What follows belongs to an exercise in optimizing a design on an open flow for small area, a short achievable clock period and few clock cycles per item; a production flow would make more cautious choices.
Only simulation tests tie the RTL to the original design; equivalence was not proved.
Power is estimated from default activity; no workload was simulated.

`config.mk`:
```
export PLATFORM = sky130hd
export DESIGN_NAME = cache_2way
export DESIGN_NICKNAME = cache_2way
export VERILOG_FILES = /design/flow/design.v
export SDC_FILE = /design/flow/constraint.sdc
export NUM_CORES = 4
export LEC_CHECK = 0
export CAP_MARGIN = 20
export CORE_MARGIN = 2
export CORE_UTILIZATION = 40
export SLEW_MARGIN = 20
```
`constraint.sdc`:
```
create_clock -name core_clock -period 5.5 [get_ports {clk}]
set_input_delay 1.1000 -clock core_clock [delete_from_list [all_inputs] [get_ports {clk}]]
set_output_delay 1.1000 -clock core_clock [all_outputs]
set_load 0.01 [all_outputs]
```
`design.v`:
```
`timescale 1ns/100ps
package cache_pkg;
	localparam int ADDR_W = 32;
	typedef logic [ADDR_W-1:0] addr_t;
	typedef enum logic {
		OP_WRITE = 1'b0,
		OP_READ  = 1'b1
	} cache_op_e;
	typedef enum logic [1:0] {
		IDLE,        
		WRITE_BACK,  
		FILL,        
		DONE         
	} ctrl_state_e;
endpackage
`timescale 1ns/100ps
module cache_way #(
	parameter int WIDTH = 128,
	parameter int DEPTH = 4,
	localparam int BYTES = WIDTH / 8,
	localparam int OFF_W = $clog2(BYTES),
	localparam int IDX_W = $clog2(DEPTH),
	localparam int TAG_W = cache_pkg::ADDR_W - OFF_W - IDX_W
) (
	input  logic             clk,
	input  logic             reset,
	input  cache_pkg::addr_t addr,
	input  logic [BYTES-1:0] byte_enable,
	input  logic [WIDTH-1:0] data_in,
	input  logic             write_en,
	input  logic             fill_en,
	input  cache_pkg::addr_t fill_addr,
	input  logic [WIDTH-1:0] fill_data,
	input  logic             clear_valid,
	output logic             way_hit,
	output logic             line_valid,
	output logic             line_dirty,
	output logic [TAG_W-1:0] line_tag,
	output logic [WIDTH-1:0] line_data
);
	logic [DEPTH-1:0] valid;
	logic [DEPTH-1:0] dirty;
	logic [TAG_W-1:0] tags  [DEPTH];
	logic [WIDTH-1:0] lines [DEPTH];
	logic [IDX_W-1:0] idx;
	logic [TAG_W-1:0] tag;
	logic [IDX_W-1:0] fill_idx;
	logic [TAG_W-1:0] fill_tag;
	logic [WIDTH-1:0] merged;
	assign idx      = addr[OFF_W +: IDX_W];
	assign tag      = addr[cache_pkg::ADDR_W-1 -: TAG_W];
	assign fill_idx = fill_addr[OFF_W +: IDX_W];
	assign fill_tag = fill_addr[cache_pkg::ADDR_W-1 -: TAG_W];
	assign line_valid = valid[idx];
	assign line_dirty = dirty[idx];
	assign line_tag   = tags[idx];
	assign line_data  = lines[idx];
	assign way_hit    = line_valid && (line_tag == tag);
	always_comb begin
		for (int b = 0; b < BYTES; b++) begin
			merged[8*b +: 8] = byte_enable[b] ? data_in[8*b +: 8] : line_data[8*b +: 8];
		end
	end
	always_ff @(posedge clk) begin
		if (reset) begin
			valid <= '0;
			dirty <= '0;
		end else begin
			if (clear_valid)
				valid[idx] <= 1'b0;  
			if (write_en)
				dirty[idx] <= 1'b1;
			if (fill_en) begin
				valid[fill_idx] <= 1'b1;
				dirty[fill_idx] <= 1'b0;
			end
		end
	end
	always_ff @(posedge clk) begin
		if (write_en)
			lines[idx] <= merged;
		if (fill_en) begin
			lines[fill_idx] <= fill_data;
			tags[fill_idx]  <= fill_tag;
		end
	end
endmodule
`timescale 1ns/100ps
module cache_ctrl #(
	parameter int WIDTH = 128,
	parameter int DEPTH = 4,
	localparam int BYTES = WIDTH / 8,
	localparam int OFF_W = $clog2(BYTES),
	localparam int IDX_W = $clog2(DEPTH),
	localparam int TAG_W = cache_pkg::ADDR_W - OFF_W - IDX_W
) (
	input  logic                  clk,
	input  logic                  reset,
	input  logic                  master_enable,
	input  cache_pkg::addr_t      addr,
	input  logic [1:0]            way_hit,
	input  logic [1:0]            line_valid,
	input  logic [1:0]            line_dirty,
	input  logic [1:0][TAG_W-1:0] line_tag,
	input  logic [1:0][WIDTH-1:0] line_data,
	output logic [1:0]            fill_en,
	output logic [1:0]            clear_valid,
	output cache_pkg::addr_t      fill_addr,
	output logic                  mem_write_req,
	output cache_pkg::addr_t      mem_write_addr,
	output logic [WIDTH-1:0]      mem_write_data,
	input  logic                  mem_write_ack,
	output logic                  mem_read_req,
	output cache_pkg::addr_t      mem_read_addr,
	input  logic                  mem_read_ack
);
	cache_pkg::ctrl_state_e state;
	logic [DEPTH-1:0] lru;  
	logic [IDX_W-1:0] idx;
	logic             any_hit;
	logic             take;
	logic             victim;
	logic             victim_next;
	logic             victim_dirty;
	assign idx     = addr[OFF_W +: IDX_W];
	assign any_hit = |way_hit;
	assign take = (state == cache_pkg::IDLE) && master_enable && !any_hit;
	always_comb begin
		if (!line_valid[0])
			victim_next = 1'b0;
		else if (!line_valid[1])
			victim_next = 1'b1;
		else
			victim_next = lru[idx];
	end
	assign victim_dirty = line_valid[victim_next] && line_dirty[victim_next];
	always_comb begin
		clear_valid = 2'b00;
		fill_en     = 2'b00;
		clear_valid[victim_next] = take && victim_dirty;
		fill_en[victim] = (state == cache_pkg::FILL) && mem_read_ack;  
	end
	assign fill_addr = mem_read_addr;
	always_ff @(posedge clk) begin
		if (reset)
			lru <= '0;
		else if (master_enable && any_hit)
			lru[idx] <= way_hit[0];
	end
	always_ff @(posedge clk) begin
		if (reset) begin
			state          <= cache_pkg::IDLE;
			victim         <= 1'b0;
			mem_write_req  <= 1'b0;
			mem_write_addr <= '0;
			mem_read_req   <= 1'b0;
			mem_read_addr  <= '0;
		end else begin
			case (state)
				cache_pkg::IDLE: begin
					if (take) begin
						victim        <= victim_next;
						mem_read_addr <= {addr[cache_pkg::ADDR_W-1:OFF_W], {OFF_W{1'b0}}};
						if (victim_dirty) begin
							mem_write_addr <= {line_tag[victim_next], idx, {OFF_W{1'b0}}};
							mem_write_req  <= 1'b1;
							state          <= cache_pkg::WRITE_BACK;
						end else begin
							state <= cache_pkg::FILL;
						end
					end
				end
				cache_pkg::WRITE_BACK: begin
					if (mem_write_ack) begin
						mem_write_req <= 1'b0;
						state         <= cache_pkg::FILL;
					end
				end
				cache_pkg::FILL: begin
					if (mem_read_ack) begin
						mem_read_req <= 1'b0;
						state        <= cache_pkg::DONE;
					end else begin
						mem_read_req <= 1'b1;  
					end
				end
				cache_pkg::DONE: begin
					state <= cache_pkg::IDLE;  
				end
				default: state <= cache_pkg::IDLE;
			endcase
		end
	end
	always_ff @(posedge clk) begin
		if (take && victim_dirty)
			mem_write_data <= line_data[victim_next];
	end
endmodule
`timescale 1ns/100ps
module cache_2way #(
	parameter int WIDTH = 128,
	parameter int DEPTH = 4,
	localparam int BYTES = WIDTH / 8
) (
	input  logic             clk,
	input  logic             reset,
	input  cache_pkg::addr_t addr,
	input  logic             read_write,
	input  logic             master_enable,
	input  logic [BYTES-1:0] byte_enable,
	input  logic [WIDTH-1:0] data_in,
	output logic [WIDTH-1:0] data_out,
	output logic             hit,
	output logic             mem_write_req,
	output cache_pkg::addr_t mem_write_addr,
	output logic [WIDTH-1:0] mem_write_data,
	input  logic             mem_write_ack,
	output logic             mem_read_req,
	output cache_pkg::addr_t mem_read_addr,
	input  logic [WIDTH-1:0] mem_read_data,
	input  logic             mem_read_ack
);
	localparam int OFF_W = $clog2(BYTES);
	localparam int IDX_W = $clog2(DEPTH);
	localparam int TAG_W = cache_pkg::ADDR_W - OFF_W - IDX_W;
	logic [1:0]            way_hit;
	logic [1:0]            line_valid;
	logic [1:0]            line_dirty;
	logic [1:0][TAG_W-1:0] line_tag;
	logic [1:0][WIDTH-1:0] line_data;
	logic [1:0]            fill_en;
	logic [1:0]            clear_valid;
	logic [1:0]            way_we;
	cache_pkg::addr_t      fill_addr;
	logic [WIDTH-1:0]      sel_line;
	logic [WIDTH-1:0]      merged;
	logic                  is_read;
	assign hit     = |way_hit;
	assign is_read = (read_write == cache_pkg::OP_READ);
	for (genvar w = 0; w < 2; w++) begin : g_way
		assign way_we[w] = master_enable && !is_read && way_hit[w];
		cache_way #(.WIDTH(WIDTH), .DEPTH(DEPTH)) u_way (
			.clk         (clk),
			.reset       (reset),
			.addr        (addr),
			.byte_enable (byte_enable),
			.data_in     (data_in),
			.write_en    (way_we[w]),
			.fill_en     (fill_en[w]),
			.fill_addr   (fill_addr),
			.fill_data   (mem_read_data),
			.clear_valid (clear_valid[w]),
			.way_hit     (way_hit[w]),
			.line_valid  (line_valid[w]),
			.line_dirty  (line_dirty[w]),
			.line_tag    (line_tag[w]),
			.line_data   (line_data[w])
		);
	end
	cache_ctrl #(.WIDTH(WIDTH), .DEPTH(DEPTH)) u_ctrl (
		.clk           (clk),
		.reset         (reset),
		.master_enable (master_enable),
		.addr          (addr),
		.way_hit       (way_hit),
		.line_valid    (line_valid),
		.line_dirty    (line_dirty),
		.line_tag      (line_tag),
		.line_data     (line_data),
		.fill_en       (fill_en),
		.clear_valid   (clear_valid),
		.fill_addr     (fill_addr),
		.mem_write_req  (mem_write_req),
		.mem_write_addr (mem_write_addr),
		.mem_write_data (mem_write_data),
		.mem_write_ack  (mem_write_ack),
		.mem_read_req   (mem_read_req),
		.mem_read_addr  (mem_read_addr),
		.mem_read_ack   (mem_read_ack)
	);
	assign sel_line = way_hit[1] ? line_data[1] : line_data[0];
	always_comb begin
		for (int b = 0; b < BYTES; b++) begin
			merged[8*b +: 8] = byte_enable[b] ? data_in[8*b +: 8] : sel_line[8*b +: 8];
		end
	end
	always_ff @(posedge clk) begin
		if (reset)
			data_out <= '0;
		else if (master_enable && hit)
			data_out <= is_read ? sel_line : merged;  
	end
endmodule
```
`run.sh`:
```
#!/bin/bash
# synth_recipe.tcl (not shown) runs the flow's synth.tcl, then flattens the netlist and writes it again
# the make line also repeats each setting of config.mk as NAME=value (left out here)
make -C /OpenROAD-flow-scripts/flow DESIGN_CONFIG=/design/flow/config.mk WORK_HOME=/design/flow/orfs CLKGATE_MAP_FILE= SYNTH_SCRIPT=/design/flow/synth_recipe.tcl finish
```
==> results.txt <==
Max Fclk: 0.190 GHz
Relative slew slack: 0.224
Multi-input logic area: 29900 um2
Final min period: 5.25 ns
Routability cong.: 0.865
Crit path max fanout: 44
Clock latency at the later pin of the worst-skew pair: 0.84 ns
Non-filler cells in the finished layout: 9435
Run status: no timing/DRC/antenna violations
Final net count: 7049
Worst Setup Start Kind: input port
Max-cap viol count: 0
Drt total wl: 261000 um
Core footprint: 193000 um2
Post-cts resize count: 0
Port Buffers: 620
Post-synthesis sequential area ratio: 0.578
GR Overflow Total: 0
Clk buf depth: 3
Die Width: 445 um
Fill cell count: 17000
Setup Fix Bufs, Post-CTS: 0
Synth cell types: 73
Detail Route Antenna Nets: 0
Storage cell area: 45000 um2
Layout cell share with drive strength beyond 1: 0.229
Sink Count: 1569
Synth warnings: 3
Post-DP HPWL: 159000 um
Synth Instances: 6251
Max-slew violation count: 0
Post-route DRC: 0
DRT iter0 DRCs: 5470
Die H: 445 um
Crit share post-route: 0.955
Die ar.: 198000 um2
Clk_skew: 0.0359 ns
First-pass iteration count of the detailed router: 8
P_leak: 31.2 nW
Crit Path Category: in -> out
Synth-to-Final Area Change: 20.1%
Tightest Hold Check Type: reg -> reg
WP data required: 4.40 ns
CTS root buffer: clkbuf_16
Number of flops mapped to enable cells by yosys: 1360
CTS tree: done
Synth Flop Type: edfxtp_1
# IOs: 633
Avg Cell Area, Syn: 12.5 um2
Final setup TNS: 0 ns
RSZ-0062 raised after global routing: no
Total Routing Usage GR: 0.258
Cell Pwr Density: 312 nW/um2
Routed len/inst: 27.6 um
VDD IR max: 0.234 mV
Placed insts: 9078
Largest net degree at the start of global routing: 178
WP data arrival: 4.15 ns
Commonest non-fill, non-tap cells in the layout: edfxtp_1, mux2_2, nor2_1
Syn Std Cell Area: 77800 um2
Pwr Total: 0.0292 W
Row Count: 161
Seq cells post-synth: 1569
Hold buffers post-CTS: 0
H-tree Lvls: 4
Vias in the first global route: 56200
Initial antenna violation count: 38
Setup violators final: 0
Async S/R FF share, synth: 0
Hold Fails Final Rpt: 0
DR vias: 55500
Commonest non-fill, non-tap cell in the layout: edfxtp_1
Fin util: 0.484
Clock transition at path regs: 0.06 ns
Global-route wire length before repair: 381000 um
Initial Util: 0.403
TritonCTS buffer count: 176
CP endpoint kind: output pin
Detailed-route vias per instance: 5.88
Worst-margin pin slew: 1.13 ns
[worst max-delay path: stages]
cell and delay, ns:
buf_8 0.34, mux2i_1 0.41, o22ai_1 0.12, or3_1 0.42, a221oi_1 0.61, and4_1 0.34
a21oi_1 0.14, inv_1 0.12, clkdlybuf4s50_1 0.54
[per-stage QoR]
step | hold WS (ns) | area (um2) | worst slack (ns)
6_report | 0.475 | 93500 | 0.247
3_5_place_dp | 0.463 | 87500 | 0.331
2_1_floorplan | 0.441 | 77900 | -0.0428
3_3_place_gp | 0.458 | 87500 | 0.339
4_1_cts | 0.475 | 93400 | 0.319
5_1_grt | 0.494 | 93500 | 0.175
[flip-flops by register name, summed over array words and instances (netlist names)]
name                   flops
g_way.u_way.tags         208
u_ctrl.mem_read_addr      28
u_ctrl.mem_read_req        1
g_way.u_way.valid          8
g_way.u_way.lines       1024
u_ctrl.mem_write_data    128
g_way.u_way.dirty          8
u_ctrl.victim              1
u_ctrl.state               2
u_ctrl.lru                 4
u_ctrl.mem_write_addr     28
u_ctrl.mem_write_req       1
data_out                 128
[area by class of cell]
cell class,instances,share of cell area
Tap cell,2526,0.0338
Clock buffer,265,0.0550
Inverter,274,0.0112
Antenna cell,25,0.000669
Timing Repair Buffer,792,0.0897
Multi-Input combinational cell,3917,0.320
Clock inverter,67,0.00783
Sequential cell,1569,0.482
[cells in the mapped netlist, types with 5 or more instances]
library cell / number / share of area
buf_6: 5 / 0.00072
mux2i_1: 202 / 0.026
a311oi_2: 20 / 0.0039
xnor2_1: 37 / 0.0042
edfxtp_1: 1360 / 0.52
o21ai_0: 528 / 0.034
buf_4: 14 / 0.0014
inv_1: 270 / 0.013
ha_1: 9 / 0.0014
buf_1: 72 / 0.0035
o32ai_1: 128 / 0.014
nor2_1: 823 / 0.040
mux2_2: 898 / 0.13
a21oi_1: 176 / 0.011
a31o_2: 5 / 0.00056
dfxtp_1: 209 / 0.054
nand2_1: 458 / 0.022
nand4_1: 17 / 0.0014
nand3_1: 12 / 0.00077
o21ai_1: 5 / 0.00032
nand2b_1: 29 / 0.0023
mux4_2: 166 / 0.048
a2111oi_0: 5 / 0.00056
a31oi_1: 9 / 0.00072
clkbuf_1: 317 / 0.015
a211oi_1: 133 / 0.013
nor3_1: 21 / 0.0014
buf_2: 88 / 0.0057
o2111ai_1: 132 / 0.015
nor2b_1: 20 / 0.0016
[report_power, final]
part / internal (W) / switching, W
registers: 0.0135 / 0.000143
logic: 0.00139 / 0.00219
clock network: 0.00699 / 0.00499
total: 0.0218 / 0.00733
[metal layers]
metal / vias to the layer above / global-route usage / wire length (um)
li1: 24400 / - / -
met1: 28100 / 0.335 / 105000
met2: 2491 / 0.420 / 125000
met3: 518 / 0.0393 / 17500
met4: 16 / 0.132 / 12800
met5: - / 0 / 98
[cell families after synthesis]
group,count (synthesis),synth area share
buffers and inverters,772,0.0401
adders and majority gates,9,0.00145
other,1,0.0000482
muxes,1270,0.205
xor gates and xnor gates,39,0.00439
AOI/OAI and AO/OA,1184,0.0984
DFF,1569,0.578
and+or+nand+nor,1407,0.0718
[final timing paths]
kind / start / end / slack (ns) / cells after the start
min: u_ctrl.lru[0]$_SDFFE_PP0P_ / u_ctrl.lru[0]$_SDFFE_PP0P_ / 0.47 / 2
min reg2reg: u_ctrl.lru[0]$_SDFFE_PP0P_ / u_ctrl.lru[0]$_SDFFE_PP0P_ / 0.47 / 2
max: addr[5] / hit / 0.25 / 9
max reg2reg: g_way[0].u_way.tags[3][17]$_DFFE_PP_ / g_way[0].u_way.lines[1][44]$_DFFE_PP_ / 1.63 / 9
Testbench counts, summed over its fixed seeds: cycles 78,556, items 24,000.

-- port drivers added, routing unchanged --
Ports are ideal in the flow. The routed layout listed here was re-timed in OpenROAD.
Step 1 assumes that a clkbuf_16 drives the clock port and a buf_2 every other input.
Step 2 moves the port delays by t, midway between the first and last clock arrival at a register: inputs arrive t later, outputs are due t later. That takes back most of the time a late clock gives input paths.
Three values: no drivers, after step 1, after step 2; two values: the first two.
t, ns: 0.905
setup slack, ns: 0.247 / 0.190 / 0.190
pins driven straight from the clock port: 1
After both steps this run still meets setup and hold. For this run, drivers alone change the setup slack by -0.057 ns; drivers and shift together by -0.057 ns.
